What follows belongs to an exercise in optimizing a design on an open flow for small area; a production flow would make more cautious choices. Only simulation tests tie the RTL to the original design; equivalence was not proved. The flow treats the clock pin as an ideal source, which a real chip does not have. No activity file was given, so power comes from the tool's default toggle rates.

Setup of run 1:
==> flow/design.v (excerpt) <==
module top_level
#(
  parameter int unsigned DATA_ADDRS   = 2,
  parameter int unsigned WORD_BYTES   = 128,
  parameter int unsigned CLKS_PER_BIT = comms_pkg::CLKS_PER_BIT_DEFAULT
) (
  input  logic clk_100mhz,
  input  logic sys_rst,
  input  logic uart_rxd,
  output logic uart_txd
);
clock: 10.0 ns
lec_check: 0
cap_margin: 20
core_margin: 2
core_utilization: 70
place_density: 0.85
slew_margin: 20
standard.sh (not shown) runs the stock make flow with config.mk's settings and CLKGATE_MAP_FILE= SYNTH_SCRIPT=/design/flow/synth_recipe.tcl, a recipe that flattens the netlist after the stock synthesis.
==> flow/flow/run.sh <==
#!/bin/bash
# Standard layout, with clock tree synthesis options of our own.
export CTS_ARGS="-sink_clustering_enable -repair_clock_nets -buf_list sky130_fd_sc_hd__clkbuf_8 -root_buf sky130_fd_sc_hd__clkbuf_16 -sink_clustering_size 18 -sink_clustering_max_diameter 45 -dont_use_dummy_load"
bash standard.sh > flow_standard.log 2>&1
Run 1 completed end to end with timing, DRC and antenna clean.
Inputs modified between run 1 and run 2:
==> flow/flow/run.sh <==
#!/bin/bash
# Standard layout, with clock tree synthesis options of our own and a post-CTS step that
# upsizes the clock buffers whose flip-flop pins would see too slow a clock edge.
export CTS_ARGS="-sink_clustering_enable -repair_clock_nets -buf_list sky130_fd_sc_hd__clkbuf_8 -root_buf sky130_fd_sc_hd__clkbuf_16 -sink_clustering_size 21 -sink_clustering_max_diameter 50 -dont_use_dummy_load"
export POST_CTS_TCL="$PWD/flow/fix_clk.tcl"
export FIX_CLK_SLEW=0.112
bash standard.sh > flow_standard.log 2>&1
==> flow/flow/fix_clk.tcl (new file) <==
# After clock tree synthesis: upsize each clock buffer whose flip-flop clock pins would see a
# slew above FIX_CLK_SLEW (ns, placement-estimated parasitics) to the strongest clock buffer,
# then legalize the placement again.
set fix_limit $::env(FIX_CLK_SLEW)
set fix_big sky130_fd_sc_hd__clkbuf_16
for {set pass 0} {$pass < 2} {incr pass} {
  estimate_parasitics -placement
  set fix_n 0
  foreach b [get_cells -filter "ref_name =~ sky130_fd_sc_hd__clkbuf_*"] {
    if {[get_property $b ref_name] == $fix_big} { continue }
    set y [get_pins -of_objects $b -filter "direction == output"]
    set mx 0
    foreach p [get_pins -of_objects [get_nets -of_objects $y] -filter "direction == input"] {
      if {![string match */CLK [get_full_name $p]]} { continue }
      set s [get_property $p slew_max]
      if {$s > $mx} { set mx $s }
    }
    if {$mx > $fix_limit} {
      puts "fix_clk: [get_full_name $b] slew $mx -> $fix_big"
      replace_cell $b $fix_big
      incr fix_n
    }
  }
  puts "fix_clk: pass $pass upsized $fix_n"
  if {$fix_n == 0} { break }
  detailed_placement
}
check_placement -verbose
estimate_parasitics -placement
diff --git a/flow/config.mk b/flow/config.mk
--- a/flow/config.mk
+++ b/flow/config.mk
@@ -10,3 +10,3 @@
 export CORE_UTILIZATION = 70
-export PLACE_DENSITY = 0.85
+export PLACE_DENSITY = 0.8
 export SLEW_MARGIN = 20
Compared with run 1, in run 2 flip-flop and latch count stayed essentially flat, total iterations of the first detailed-routing run moved up, global-route track usage on met1 +6.0 points.
### run 2 -> run 3
==> flow/flow/run.sh <==
#!/bin/bash
# Standard layout, with clock tree synthesis options of our own.
export CTS_ARGS="-sink_clustering_enable -repair_clock_nets -buf_list sky130_fd_sc_hd__clkbuf_8 -root_buf sky130_fd_sc_hd__clkbuf_16 -sink_clustering_size 19 -sink_clustering_max_diameter 60 -dont_use_dummy_load"
bash standard.sh > flow_standard.log 2>&1
removed: flow/flow/fix_clk.tcl
### Flow results
Comparing run 3 and run 2, the lower routed wire length was measured on run 3.
Per the comparison of run 3 with run 2, core utilization went down by 1.1 points, combinational cell fraction of total power was more or less identical, clock network fraction of total power went down by 4.6 points.
As far as number of sequential storage elements goes, run 3 and run 2 are indistinguishable; the numbers are identical.
Relative to run 2, the count of clock-buffer cells in the layout of run 3 is higher by 11.
As far as post-synthesis cell area goes, run 2 and run 3 are indistinguishable; the numbers are identical.
Power of the sequential group: run 2 vs run 3 — no meaningful difference
Run 2 has a higher final design area excluding fillers than run 3.
### run 3 -> run 4
==> flow/flow/run.sh <==
#!/bin/bash
# Standard layout, with clock tree synthesis options of our own.
export CTS_ARGS="-sink_clustering_enable -repair_clock_nets -buf_list sky130_fd_sc_hd__clkbuf_8 -root_buf sky130_fd_sc_hd__clkbuf_16 -sink_clustering_size 18 -sink_clustering_max_diameter 45 -dont_use_dummy_load"
bash standard.sh > flow_standard.log 2>&1
diff --git a/flow/config.mk b/flow/config.mk
--- a/flow/config.mk
+++ b/flow/config.mk
@@ -7,2 +7,3 @@
 export LEC_CHECK = 0
+export ABC_AREA = 1
 export CAP_MARGIN = 20
Findings:
- Run 4 closes out successfully: all stages finished, all timing, DRC and antenna checks passed.
- As of run 4, cell count after synthesis had risen by a little under 10% compared to run 3.
- Run 4 against run 3: hold-fix buffer count after cts ~0 delta, power attributed to the clock group rose by about 6%, area of the die saw an increase.
- | required time reported for the critical path endpoint | run 4 vs run 3 | ≈ equal |
- Cell area reported after detailed placement, run 3 and run 4: smaller value in run 3
- For run 4, the most heavily used metal layer in global routing was met2, unlike run 3, where it was met1.

---

top_level, a different RTL version from the one above (not shown whole).
Size: about 2400 cells after synthesis, roughly 4 I/O pins, ~44000 um^2 of cells after synthesis.
export LEC_CHECK = 0
export CAP_MARGIN = 20
export CORE_MARGIN = 2
export CORE_UTILIZATION = 70
export PLACE_DENSITY = 0.8
export SLEW_MARGIN = 20
create_clock -name core_clock -period 10.0 [get_ports {clk_100mhz}]
==> flow/flow/run.sh <==
#!/bin/bash
# Standard layout, with clock tree synthesis options of our own.
export CTS_ARGS="-sink_clustering_enable -repair_clock_nets -buf_list {sky130_fd_sc_hd__clkbuf_2 sky130_fd_sc_hd__clkbuf_8} -sink_clustering_buffer sky130_fd_sc_hd__clkbuf_8 -tree_buf sky130_fd_sc_hd__clkbuf_2 -root_buf sky130_fd_sc_hd__clkbuf_8 -sink_clustering_size 20 -sink_clustering_max_diameter 60 -dont_use_dummy_load"
bash standard.sh > flow_standard.log 2>&1
The baseline passed the timing, design-rule and antenna checks.
Change:
==> flow/flow/run.sh (replaced) <==
#!/bin/bash
# Standard layout, with clock tree synthesis options of our own.
export CTS_ARGS="-sink_clustering_enable -buf_list {sky130_fd_sc_hd__clkbuf_4 sky130_fd_sc_hd__clkbuf_8} -sink_clustering_buffer sky130_fd_sc_hd__clkbuf_8 -tree_buf sky130_fd_sc_hd__clkbuf_4 -root_buf sky130_fd_sc_hd__clkbuf_16 -sink_clustering_size 18 -sink_clustering_max_diameter 60 -dont_use_dummy_load"
bash standard.sh > flow_standard.log 2>&1
What happened: Worst hold slack got worse by 0.064 ns; core utilization came out higher by 0.30 points; critical path depth does not change; final area rises by about 0.4%; clock skew rises by 0.047 ns; die area is unchanged; synthesized area stays the same; clock power increases by about 4%; power went up by 1.1%; first-iteration DRC count fell by about 1.9%; fmax rose by 0.80%.
Change:
==> flow/flow/run.sh (replaced) <==
#!/bin/bash
# Standard layout, with clock tree synthesis options of our own.
export CTS_ARGS="-sink_clustering_enable -repair_clock_nets -buf_list sky130_fd_sc_hd__clkbuf_8 -root_buf sky130_fd_sc_hd__clkbuf_16 -sink_clustering_size 19 -sink_clustering_max_diameter 60 -dont_use_dummy_load"
bash standard.sh > flow_standard.log 2>&1
After rerunning: The new run finished clean. Clock power stays flat. Maximum frequency went up slightly. Global-route usage hardly moves. Sequential share of layout area hardly moves.
Change:
==> flow/flow/run.sh (replaced) <==
#!/bin/bash
# Standard layout, with clock tree synthesis options of our own.
export CTS_ARGS="-sink_clustering_enable -repair_clock_nets -buf_list {sky130_fd_sc_hd__clkbuf_4 sky130_fd_sc_hd__clkbuf_8} -sink_clustering_buffer sky130_fd_sc_hd__clkbuf_8 -tree_buf sky130_fd_sc_hd__clkbuf_4 -root_buf sky130_fd_sc_hd__clkbuf_16 -sink_clustering_size 19 -sink_clustering_max_diameter 60 -dont_use_dummy_load"
bash standard.sh > flow_standard.log 2>&1
Outcome:
- setup slack loses 0.029 ns
- die area is unchanged
- area after synthesis stays the same
- synthesized cell count does not change
- global-route usage barely changes
- count of clock-buffer cells in the layout is unchanged
- sequential share of layout area climbs by 0.18 points
- core utilization drops by 0.15 points
Change:
==> flow/flow/run.sh (replaced) <==
#!/bin/bash
# Standard layout, with clock tree synthesis options of our own.
export CTS_ARGS="-sink_clustering_enable -repair_clock_nets -buf_list {sky130_fd_sc_hd__clkbuf_2 sky130_fd_sc_hd__clkbuf_8} -sink_clustering_buffer sky130_fd_sc_hd__clkbuf_8 -tree_buf sky130_fd_sc_hd__clkbuf_2 -root_buf sky130_fd_sc_hd__clkbuf_8 -sink_clustering_size 21 -sink_clustering_max_diameter 60 -dont_use_dummy_load"
bash standard.sh > flow_standard.log 2>&1
Outcome: First-iteration DRC count rises by 2.6%; non-clock buffer count is unchanged; sequential share of layout area is higher by 0.32 points; worst hold slack got worse by 0.013 ns; core utilization drops by 0.26 points; final cell count shrinks by 0.60%; worst setup slack loses 0.029 ns; global-route usage is lower by 0.10 points; wire length goes up by 0.47%; cell area fell by 0.35%; via count decreases by 0.47%.
Change:
==> flow/flow/run.sh (replaced) <==
#!/bin/bash
# Standard layout, with clock tree synthesis options of our own.
export CTS_ARGS="-sink_clustering_enable -repair_clock_nets -buf_list sky130_fd_sc_hd__clkbuf_8 -root_buf sky130_fd_sc_hd__clkbuf_16 -sink_clustering_size 18 -sink_clustering_max_diameter 90 -dont_use_dummy_load"
bash standard.sh > flow_standard.log 2>&1
Outcome: The new run finished with timing, DRC and antenna clean; wire length rises by 0.72%; total power rises by 2.3%; worst hold slack is better by 0.071 ns; non-clock buffer count stays the same; final cell count rises by 0.67%; synthesized cell count stays the same; global-route usage rises by 0.31 points; count of clock-buffer cells in the layout rises by 23; worst setup slack is worse by 0.017 ns.

---

Starting RTL as in the previous note.
// top_level
module top_level
#(
  parameter int unsigned DATA_ADDRS   = 2,
  parameter int unsigned WORD_BYTES   = 128,
  parameter int unsigned CLKS_PER_BIT = comms_pkg::CLKS_PER_BIT_DEFAULT
) (
  input  logic clk_100mhz,
  input  logic sys_rst,
  input  logic uart_rxd,
  output logic uart_txd
);
==> flow/config.mk <==
export PLATFORM = sky130hd
export DESIGN_NAME = top_level
export DESIGN_NICKNAME = top_level
export VERILOG_FILES = /design/flow/design.v
export SDC_FILE = /design/flow/constraint.sdc
export NUM_CORES = 4
export LEC_CHECK = 0
export CAP_MARGIN = 20
export CORE_MARGIN = 2
export CORE_UTILIZATION = 70
export PLACE_DENSITY = 0.8
export SLEW_MARGIN = 20
==> flow/constraint.sdc <==
create_clock -name core_clock -period 10.0 [get_ports {clk_100mhz}]
set_input_delay 2.0000 -clock core_clock [delete_from_list [all_inputs] [get_ports {clk_100mhz}]]
set_output_delay 2.0000 -clock core_clock [all_outputs]
set_load 0.01 [all_outputs]
==> flow/flow/run.sh <==
#!/bin/bash
# Standard layout, with clock tree synthesis options of our own.
export CTS_ARGS="-sink_clustering_enable -repair_clock_nets -buf_list {sky130_fd_sc_hd__clkbuf_2 sky130_fd_sc_hd__clkbuf_8} -sink_clustering_buffer sky130_fd_sc_hd__clkbuf_8 -tree_buf sky130_fd_sc_hd__clkbuf_2 -root_buf sky130_fd_sc_hd__clkbuf_16 -sink_clustering_size 18 -sink_clustering_max_diameter 60 -dont_use_dummy_load"
bash standard.sh > flow_standard.log 2>&1
==> next run, changes <==
==> flow/flow/run.sh (replaced) <==
#!/bin/bash
# Standard layout, with clock tree synthesis options of our own.
export CTS_ARGS="-sink_clustering_enable -repair_clock_nets -buf_list {sky130_fd_sc_hd__clkbuf_2 sky130_fd_sc_hd__clkbuf_8} -sink_clustering_buffer sky130_fd_sc_hd__clkbuf_8 -tree_buf sky130_fd_sc_hd__clkbuf_2 -root_buf sky130_fd_sc_hd__clkbuf_8 -sink_clustering_size 22 -sink_clustering_max_diameter 50 -dont_use_dummy_load"
bash standard.sh > flow_standard.log 2>&1
Global-route usage decreases by 0.46 points.
Synthesized cell count does not change.
Non-clock buffer count does not change.
Clock skew decreases by 0.031 ns.
==> next run, changes <==
==> flow/flow/run.sh (replaced) <==
#!/bin/bash
# Standard layout, with clock tree synthesis options of our own.
export CTS_ARGS="-sink_clustering_enable -repair_clock_nets -buf_list {sky130_fd_sc_hd__clkbuf_2 sky130_fd_sc_hd__clkbuf_8} -sink_clustering_buffer sky130_fd_sc_hd__clkbuf_8 -tree_buf sky130_fd_sc_hd__clkbuf_2 -root_buf sky130_fd_sc_hd__clkbuf_8 -sink_clustering_size 19 -sink_clustering_max_diameter 60 -dont_use_dummy_load"
bash standard.sh > flow_standard.log 2>&1
Effect: Synthesized cell count is unchanged. Design area hardly moves. Power rises slightly.
==> next run, changes <==
==> flow/flow/run.sh (replaced) <==
#!/bin/bash
# Standard layout, with clock tree synthesis options of our own.
export CTS_ARGS="-sink_clustering_enable -repair_clock_nets -buf_list {sky130_fd_sc_hd__clkbuf_2 sky130_fd_sc_hd__clkbuf_8} -sink_clustering_buffer sky130_fd_sc_hd__clkbuf_8 -tree_buf sky130_fd_sc_hd__clkbuf_2 -root_buf sky130_fd_sc_hd__clkbuf_8 -sink_clustering_size 21 -sink_clustering_max_diameter 70 -dont_use_dummy_load"
bash standard.sh > flow_standard.log 2>&1
The new run finished with timing, DRC and antenna clean. Combinational power hardly moves. Wire length increases by 1.1%. Total power decreases by 0.65%. Clock skew decreases by 0.16 ns. Register-to-register slack is better by 0.11 ns. Global-route usage barely changes. Die area is unchanged. Hold slack is better by 0.10 ns.

afterwards: timing with drivers on the ports:
Ports are ideal in the flow. The routed layouts listed here were re-timed in OpenROAD.
Step 1 (the two cells are an assumption about what drives the block):
set clk [get_ports {clk_100mhz}]
set_driving_cell -lib_cell sky130_fd_sc_hd__clkbuf_16 $clk
set_driving_cell -lib_cell sky130_fd_sc_hd__buf_2 [delete_from_list [all_inputs] $clk]
Step 2 times the ports against the registers' clock, not the clock port: input delays grow and output delays shrink by t, the midpoint of the rising clock arrivals with the driver on.
Slacks: no drivers / after step 1 / after step 2; pairs: no drivers / after step 1.
run | t (ns) | slack for setup (ns) | worst setup path after step 2 | pins driven straight from the clock port
run 1 | 0.695 | 6.374 / 6.311 / 6.812 | input, reset recovery | 1
run 2 | 0.707 | 6.318 / 6.252 / 6.959 | register to output | 1
run 3 | 0.697 | 6.296 / 6.235 / 6.932 | register to output | 1
run 4 | 0.698 | 6.288 / 6.223 / 6.920 | register to output | 1
the first run of note 2 | 0.747 | 6.304 / 6.246 / 6.993 | register to output | 1
the second run of note 2 | 0.739 | 6.334 / 6.274 / 7.012 | register to output | 1
the third run of note 2 | 0.683 | 6.374 / 6.315 / 6.999 | register to output | 1
the fourth run of note 2 | 0.729 | 6.345 / 6.285 / 7.014 | register to output | 1
the fifth run of note 2 | 0.753 | 6.316 / 6.257 / 7.011 | register to output | 1
the sixth run of note 2 | 0.693 | 6.300 / 6.240 / 6.933 | register to output | 1
the first run of note 3 | 0.833 | 6.269 / 6.207 / 7.040 | register to output | 1
the second run of note 3 | 0.739 | 6.290 / 6.234 / 6.973 | register to output | 1
the third run of note 3 | 0.903 | 6.199 / 6.139 / 7.042 | register to output | 1
the fourth run of note 3 | 0.766 | 6.258 / 6.197 / 6.963 | register to output | 1
After both steps every run listed still meets setup and hold. The worst setup slack also covers recovery checks on asynchronous resets.
